Background: an optimization exercise with open tools, aiming at small area, a short achievable clock period and few clock cycles per item. Do not read the settings as production practice.
Only simulation tests tie the RTL to the original design; equivalence was not proved.

## sha256_stream_core
module sha256_stream_core (
  input  logic         clk,
  input  logic         rst_n,
  input  logic         blk_valid,
  output logic         blk_ready,
  input  logic [511:0] blk_data,
  input  logic         blk_first,
  input  logic         blk_last,
  output logic         digest_valid,
  input  logic         digest_ready,
  output logic [255:0] digest,
  output logic         error,
  output logic [15:0]  block_count
);
For scale: roughly 64000 um2 of cells after synthesis.
clock: 11.0 ns
lec_check: 0
cap_margin: 20
core_margin: 2
core_utilization: 55
setup_slack_margin: 5
slew_margin: 20
run.sh (not shown) runs the stock make flow with config.mk's settings and CLKGATE_MAP_FILE= SYNTH_SCRIPT=/design/flow/synth_recipe.tcl, a recipe that flattens the netlist after the stock synthesis.
The first run ran to the end with no violations.
Testbench counts at the start, summed over its fixed seeds: cycles 124,840, blocks 1,920.
==> next run, changes <==
Settings changed: CORE_UTILIZATION 55 to 40, SETUP_SLACK_MARGIN 5 to not set.
Die area grows by 37%. Sequential share of layout area shrinks by 0.26 points. Register-to-register slack gets worse by 0.48 ns. First-iteration DRC count shrinks by 23%. Wire length grows by 5.3%.

== the reference run ==
Another version of the RTL of sha256_stream_core (not shown whole).
Size: roughly 6900 cells after synthesis, about 790 I/O pins.
==> flow/config.mk <==
export PLATFORM = sky130hd
export DESIGN_NAME = sha256_stream_core
export DESIGN_NICKNAME = sha256_stream_core
export VERILOG_FILES = /design/flow/design.v
export SDC_FILE = /design/flow/constraint.sdc
export NUM_CORES = 4
export LEC_CHECK = 0
export CAP_MARGIN = 20
export CORE_MARGIN = 2
export CORE_UTILIZATION = 40
export SLEW_MARGIN = 20
==> flow/constraint.sdc <==
create_clock -name core_clock -period 11.0 [get_ports {clk}]
set_input_delay 2.2000 -clock core_clock [delete_from_list [all_inputs] [get_ports {clk}]]
set_output_delay 2.2000 -clock core_clock [all_outputs]
set_load 0.01 [all_outputs]
standard.sh (not shown) runs the stock make flow with config.mk's settings and CLKGATE_MAP_FILE= SYNTH_SCRIPT=/design/flow/synth_recipe.tcl, a recipe that flattens the netlist after the stock synthesis.
==> flow/flow/run.sh <==
#!/bin/bash
# Layout flow: the standard ORFS flow (standard.sh, unchanged synthesis)
# with three changes to how the layout is made:
#  - plain buf_1 port buffers instead of delay cells (every port still gets
#    its own buffer; timing repair may upsize them);
#  - clock tree with larger sink clusters and no dummy loads;
#  - a tighter setup margin for ORFS's timing repair steps.
# The make output goes to flow_make.log here; each ORFS step keeps its own
# log under orfs/logs/.
set -euo pipefail
bash standard.sh \
  "BUFFER_PORTS_ARGS=-buffer_cell sky130_fd_sc_hd__buf_1" \
  "CTS_ARGS=-sink_clustering_enable -repair_clock_nets -sink_clustering_size 25 -sink_clustering_max_diameter 80 -dont_use_dummy_load" \
  SETUP_SLACK_MARGIN=7.5 \
  finish > flow_make.log 2>&1
Having completed the whole flow, the reference run delivered a layout that passed the timing, design-rule and antenna checks.
Testbench counts of the reference run, summed over its fixed seeds: cycles 124,840, blocks 1,920.
Inputs modified between the reference run and the trial run:
==> flow/flow/run.sh <==
#!/bin/bash
# Layout flow: the standard ORFS flow (standard.sh, unchanged synthesis),
# with plain buffers on the ports instead of delay cells and a tighter setup
# margin for ORFS's timing repair. The make output goes to flow_make.log here;
# each ORFS step keeps its own log under orfs/logs/.
set -euo pipefail
bash standard.sh \
  "BUFFER_PORTS_ARGS=-buffer_cell sky130_fd_sc_hd__buf_2" \
  SETUP_SLACK_MARGIN=7 \
  finish > flow_make.log 2>&1
### Flow results
Diff the reference run -> the trial run: worst hold slack went up 0.015 ns, growth of design area from synthesis to finish has decreased, routed wire length per instance increased about 1.4%, global-route wire length before repair went down.

sha256_stream_core, a different RTL version from the one above (not shown whole).
Size: ~6900 cells after synthesis, roughly 790 I/O pins, roughly 67000 um2 of cells after synthesis.
==> flow/design.v (excerpt) <==
module sha256_stream_core (
  input  logic         clk,
  input  logic         rst_n,
  input  logic         blk_valid,
  output logic         blk_ready,
  input  logic [511:0] blk_data,
  input  logic         blk_first,
  input  logic         blk_last,
  output logic         digest_valid,
  input  logic         digest_ready,
  output logic [255:0] digest,
  output logic         error,
  output logic [15:0]  block_count
);
==> flow/config.mk <==
export PLATFORM = sky130hd
export DESIGN_NAME = sha256_stream_core
export DESIGN_NICKNAME = sha256_stream_core
export VERILOG_FILES = /design/flow/design.v
export SDC_FILE = /design/flow/constraint.sdc
export NUM_CORES = 4
export LEC_CHECK = 0
export CAP_MARGIN = 20
export CORE_MARGIN = 2
export CORE_UTILIZATION = 45
export PLACE_DENSITY = 0.6
export SLEW_MARGIN = 20
==> flow/constraint.sdc <==
create_clock -name core_clock -period 11.0 [get_ports {clk}]
set_input_delay 2.2000 -clock core_clock [delete_from_list [all_inputs] [get_ports {clk}]]
set_output_delay 2.2000 -clock core_clock [all_outputs]
set_load 0.01 [all_outputs]
==> flow/flow/run.sh <==
#!/bin/bash
# Layout flow: the standard ORFS flow (standard.sh, unchanged synthesis)
# with three changes to how the layout is made:
#  - plain buf_1 port buffers instead of delay cells (every port still gets
#    its own buffer; timing repair may upsize them);
#  - clock tree with larger sink clusters and no dummy loads;
#  - a tighter setup margin for ORFS's timing repair steps, which do not
#    clone gates (a clone added late can be left driving too much load).
# The make output goes to flow_make.log here; each ORFS step keeps its own
# log under orfs/logs/.
set -euo pipefail
bash standard.sh \
  "BUFFER_PORTS_ARGS=-buffer_cell sky130_fd_sc_hd__buf_1" \
  "CTS_ARGS=-sink_clustering_enable -repair_clock_nets -sink_clustering_size 25 -sink_clustering_max_diameter 80 -dont_use_dummy_load" \
  SETUP_SLACK_MARGIN=7.3 \
  SKIP_GATE_CLONING=1 \
  finish > flow_make.log 2>&1
Testbench counts at the start, summed over its fixed seeds: cycles 124,840, blocks 1,920.
Edit:
--- a/flow/flow/run.sh
+++ b/flow/flow/run.sh
@@ -7,2 +7 @@
-#  - a tighter setup margin for ORFS's timing repair steps, which do not
-#    clone gates (a clone added late can be left driving too much load).
+#  - a tighter setup margin for ORFS's timing repair steps.
@@ -16 +14,0 @@
-  SKIP_GATE_CLONING=1 \
Settings changed: CORE_UTILIZATION 45 to 55, PLACE_DENSITY 0.6 to 0.7.
What happened: Now the flow ran to the end with violations: capacitance limit, slew limit. Global-route usage goes up by 6.5 points. Die area went down by 18%. Core utilization came out higher by 11 points. Register-to-register slack got worse by 0.15 ns. Routed wire length came out lower by 2.3%. Via count rose by 2.2%. Design area goes down by 1.0%. Worst hold slack degrades by 0.014 ns.
Edit:
--- a/flow/flow/run.sh
+++ b/flow/flow/run.sh
@@ -7 +7,2 @@
-#  - a tighter setup margin for ORFS's timing repair steps.
+#  - a tighter setup margin for ORFS's timing repair steps, which do not
+#    clone gates (a clone added late can be left driving too much load).
@@ -14,0 +16 @@
+  SKIP_GATE_CLONING=1 \
Settings changed: CORE_UTILIZATION 55 to 50, PLACE_DENSITY 0.7 to 0.65.
Result: This time the run finished clean. Area after synthesis stays the same. Worst setup slack gains 0.24 ns. Die area grows by about 10%.
Edit:
Settings changed: CORE_UTILIZATION 50 to 55, PLACE_DENSITY 0.65 to 0.7.
The changed run finished with timing, DRC and antenna clean. Worst hold slack loses 0.024 ns. Synthesized cell count is unchanged. Design area fell by 0.67%. Clock-buffer cell count fell by 3. Wire length fell by 0.68%.

Setup of v20:
Starting RTL as in the previous note.
==> flow/config.mk <==
export PLATFORM = sky130hd
export DESIGN_NAME = sha256_stream_core
export DESIGN_NICKNAME = sha256_stream_core
export VERILOG_FILES = /design/flow/design.v
export SDC_FILE = /design/flow/constraint.sdc
export NUM_CORES = 4
export LEC_CHECK = 0
export CAP_MARGIN = 20
export CORE_MARGIN = 2
export CORE_UTILIZATION = 55
export PLACE_DENSITY = 0.7
export SLEW_MARGIN = 20
export TNS_END_PERCENT = 50
==> flow/constraint.sdc <==
create_clock -name core_clock -period 11.0 [get_ports {clk}]
set_input_delay 2.2000 -clock core_clock [delete_from_list [all_inputs] [get_ports {clk}]]
set_output_delay 2.2000 -clock core_clock [all_outputs]
set_load 0.01 [all_outputs]
==> flow/flow/run.sh <==
#!/bin/bash
# Layout flow: the standard ORFS flow (standard.sh, unchanged synthesis)
# with three changes to how the layout is made:
#  - plain buf_1 port buffers instead of delay cells (every port still gets
#    its own buffer; timing repair may upsize them);
#  - clock tree with larger sink clusters and no dummy loads;
#  - a tighter setup margin for ORFS's timing repair steps, which do not
#    clone gates (a clone added late can be left driving too much load).
# The make output goes to flow_make.log here; each ORFS step keeps its own
# log under orfs/logs/.
set -euo pipefail
bash standard.sh \
  "BUFFER_PORTS_ARGS=-buffer_cell sky130_fd_sc_hd__buf_1" \
  "CTS_ARGS=-sink_clustering_enable -repair_clock_nets -sink_clustering_size 25 -sink_clustering_max_diameter 80 -dont_use_dummy_load" \
  SETUP_SLACK_MARGIN=7.3 \
  SKIP_GATE_CLONING=1 \
  finish > flow_make.log 2>&1
Per the final summary, v20 finished and its layout is clean on timing, DRC and antenna.
Testbench counts of v20, summed over its fixed seeds: cycles 124,840, blocks 1,920.
#### Input delta (v54 over v20)
-- flow/flow/run.sh --
<<< v20, line 13
  "BUFFER_PORTS_ARGS=-buffer_cell sky130_fd_sc_hd__buf_1" \
  "CTS_ARGS=-sink_clustering_enable -repair_clock_nets -sink_clustering_size 25 -sink_clustering_max_diameter 80 -dont_use_dummy_load" \
  SETUP_SLACK_MARGIN=7.3 \
  SKIP_GATE_CLONING=1 \
  finish > flow_make.log 2>&1
>>> v54, line 13
  "BUFFER_PORTS_ARGS=-buffer_cell sky130_fd_sc_hd__buf_1" \
  "CTS_ARGS=-sink_clustering_enable -repair_clock_nets -sink_clustering_size 25 -sink_clustering_max_diameter 80 -dont_use_dummy_load" \
  SETUP_SLACK_MARGIN=7.4 \
  SKIP_GATE_CLONING=1 \
  finish > flow_make.log 2>&1
==> comparison <==
Per the final summary, v54 finished and its layout is clean on timing, DRC and antenna.
Between v20 and v54, via count of the first global-routing pass is lower for v20, v54 comes in above that.
Relative max-transition margin, v20 and v54: smaller value in v54
Against v20, v54 reports a detailed-route wire length on metal 1 that is higher.
v54 can be clocked faster than v20.
Compared v54 vs v20, and global placer's final weighted congestion is down in v54.
v54 reports a higher first-pass GRT wire length than v20 does.
Changes observed in v54 relative to v20: worst hold margin moved down.
Post-synthesis instance area came out exactly the same in v20 and v54.
The following lists how v10 was set up differently from v54:
Settings: a change of PLACE_DENSITY from 0.7 to 0.8; a deleted TNS_END_PERCENT that had been 50; a change of CORE_UTILIZATION from 55 to 60.
-- flow/flow/run.sh --
<<< v54, line 13
  "BUFFER_PORTS_ARGS=-buffer_cell sky130_fd_sc_hd__buf_1" \
  "CTS_ARGS=-sink_clustering_enable -repair_clock_nets -sink_clustering_size 25 -sink_clustering_max_diameter 80 -dont_use_dummy_load" \
  SETUP_SLACK_MARGIN=7.4 \
  SKIP_GATE_CLONING=1 \
  finish > flow_make.log 2>&1
>>> v10, line 13
  "BUFFER_PORTS_ARGS=-buffer_cell sky130_fd_sc_hd__buf_1" \
  "CTS_ARGS=-sink_clustering_enable -repair_clock_nets -sink_clustering_size 25 -sink_clustering_max_diameter 80 -dont_use_dummy_load" \
  SETUP_SLACK_MARGIN=7.2 \
  SKIP_GATE_CLONING=1 \
  finish > flow_make.log 2>&1
Notes after the runs:
Minimum setup slack after placement, v10 and v54: larger value in v54
On maximum frequency, v54 beats v10.
Post-route clock period utilization for v10 is higher than for v54.
| worst setup slack | v10 vs v54 | worse |
v10 vs. v54: site row count went down by 5.
For the global-route wire length before repair, v10 came in 19000 um lower than v54 did.
Looking at capturing element of the worst setup path, the digest[54] result is from v10; the bq_e[22]$_DFF_P_ one comes from v54.
v10 | status: complete | timing, DRC, antenna: pass
v54 ran to completion and came out clean on the timing, design-rule and antenna checks.
v10: floorplan die area 8.2% below v54
The inputs of v39 differ from those of v10 as listed below.
Settings: a change of PLACE_DENSITY from 0.8 to 0.7; a change of CORE_UTILIZATION from 60 to 55.
==> flow/flow/run.sh <==
#!/bin/bash
# Layout flow: the standard ORFS flow (standard.sh, unchanged synthesis)
# with three changes to how the layout is made:
#  - plain buf_1 port buffers instead of delay cells (every port still gets
#    its own buffer; timing repair may upsize them);
#  - clock tree with larger sink clusters and no dummy loads;
#  - a tighter setup margin for ORFS's timing repair steps.
# The make output goes to flow_make.log here; each ORFS step keeps its own
# log under orfs/logs/.
set -euo pipefail
bash standard.sh \
  "BUFFER_PORTS_ARGS=-buffer_cell sky130_fd_sc_hd__buf_1" \
  "CTS_ARGS=-sink_clustering_enable -repair_clock_nets -sink_clustering_size 25 -sink_clustering_max_diameter 80 -dont_use_dummy_load" \
  SETUP_SLACK_MARGIN=7.0 \
  finish > flow_make.log 2>&1
### Flow results
v39 vs v10: number of setup buffers added after CTS down. Summary — largest incremental delay on the critical path, v39 relative to v10: higher, by 170 ps. v10 -> v39: count of clock tree sinks flat. Going from v10 to v39, the wire length of the first global-routing pass was found to have gone up by 3.3%. v39 vs. v10: share of the core filled with cells in the final layout went down; non-clock buffer count has decreased; clock skew now sits at about the same level; count of vias placed by the detailed router has decreased; ratio of cells with drive above 1 in the final layout went down. | detailed-route wire length on metal 1 | v39 vs v10 | about 6% higher |.

## port drivers added, routing unchanged
In the flow no input, the clock included, has a driving cell. The finished layouts below were timed again as built, in two steps. Step 1 sets driving cells, clkbuf_16 on the clock port and buf_2 on the other inputs (assumed; they add their load-dependent delay and slew). Step 2 also shifts input and output timing later by t, the mid clock arrival at the registers, as if the neighbouring blocks saw the same clock. Three values: no drivers, after step 1, after step 2; two values: the first two.
run | shift t [ns] | slack for setup (ns) | worst hold slack (ns) | worst setup path after step 2 | worst data-port slew with drivers (ns)
the first run of note 1 | 0.839 | 5.162 / 5.083 / 5.365 | 0.337 / 0.337 / 0.337 | register to register | 0.17
the second run of note 1 | 0.866 | 4.889 / 4.850 / 4.889 | 0.354 / 0.354 / 0.354 | register to register | 0.21
the reference run | 0.790 | 7.084 / 7.084 / 7.084 | 0.343 / 0.343 / 0.343 | register to register | 0.11
the trial run | 0.898 | 7.001 / 7.001 / 7.001 | 0.357 / 0.357 / 0.357 | register to register | 0.20
the first run of note 3 | 0.781 | 7.190 / 7.145 / 7.190 | 0.332 / 0.332 / 0.332 | register to register | 0.17
the second run of note 3 | 0.756 | 7.041 / 7.041 / 7.041 | 0.318 / 0.318 / 0.318 | register to register | 0.15
the third run of note 3 | 0.769 | 7.278 / 7.198 / 7.292 | 0.343 / 0.343 / 0.343 | register to register | 0.14
the fourth run of note 3 | 0.756 | 7.229 / 7.178 / 7.229 | 0.319 / 0.319 / 0.319 | register to register | 0.14
v20 | 0.756 | 7.156 / 7.083 / 7.156 | 0.318 / 0.318 / 0.318 | register to register | 0.14
v54 | 0.750 | 7.238 / 7.198 / 7.238 | 0.311 / 0.311 / 0.311 | register to register | 0.14
v10 | 0.733 | 7.091 / 7.013 / 7.100 | 0.314 / 0.314 / 0.314 | register to register | 0.13
v39 | 0.742 | 6.967 / 6.967 / 6.967 | 0.314 / 0.314 / 0.314 | register to register | 0.11
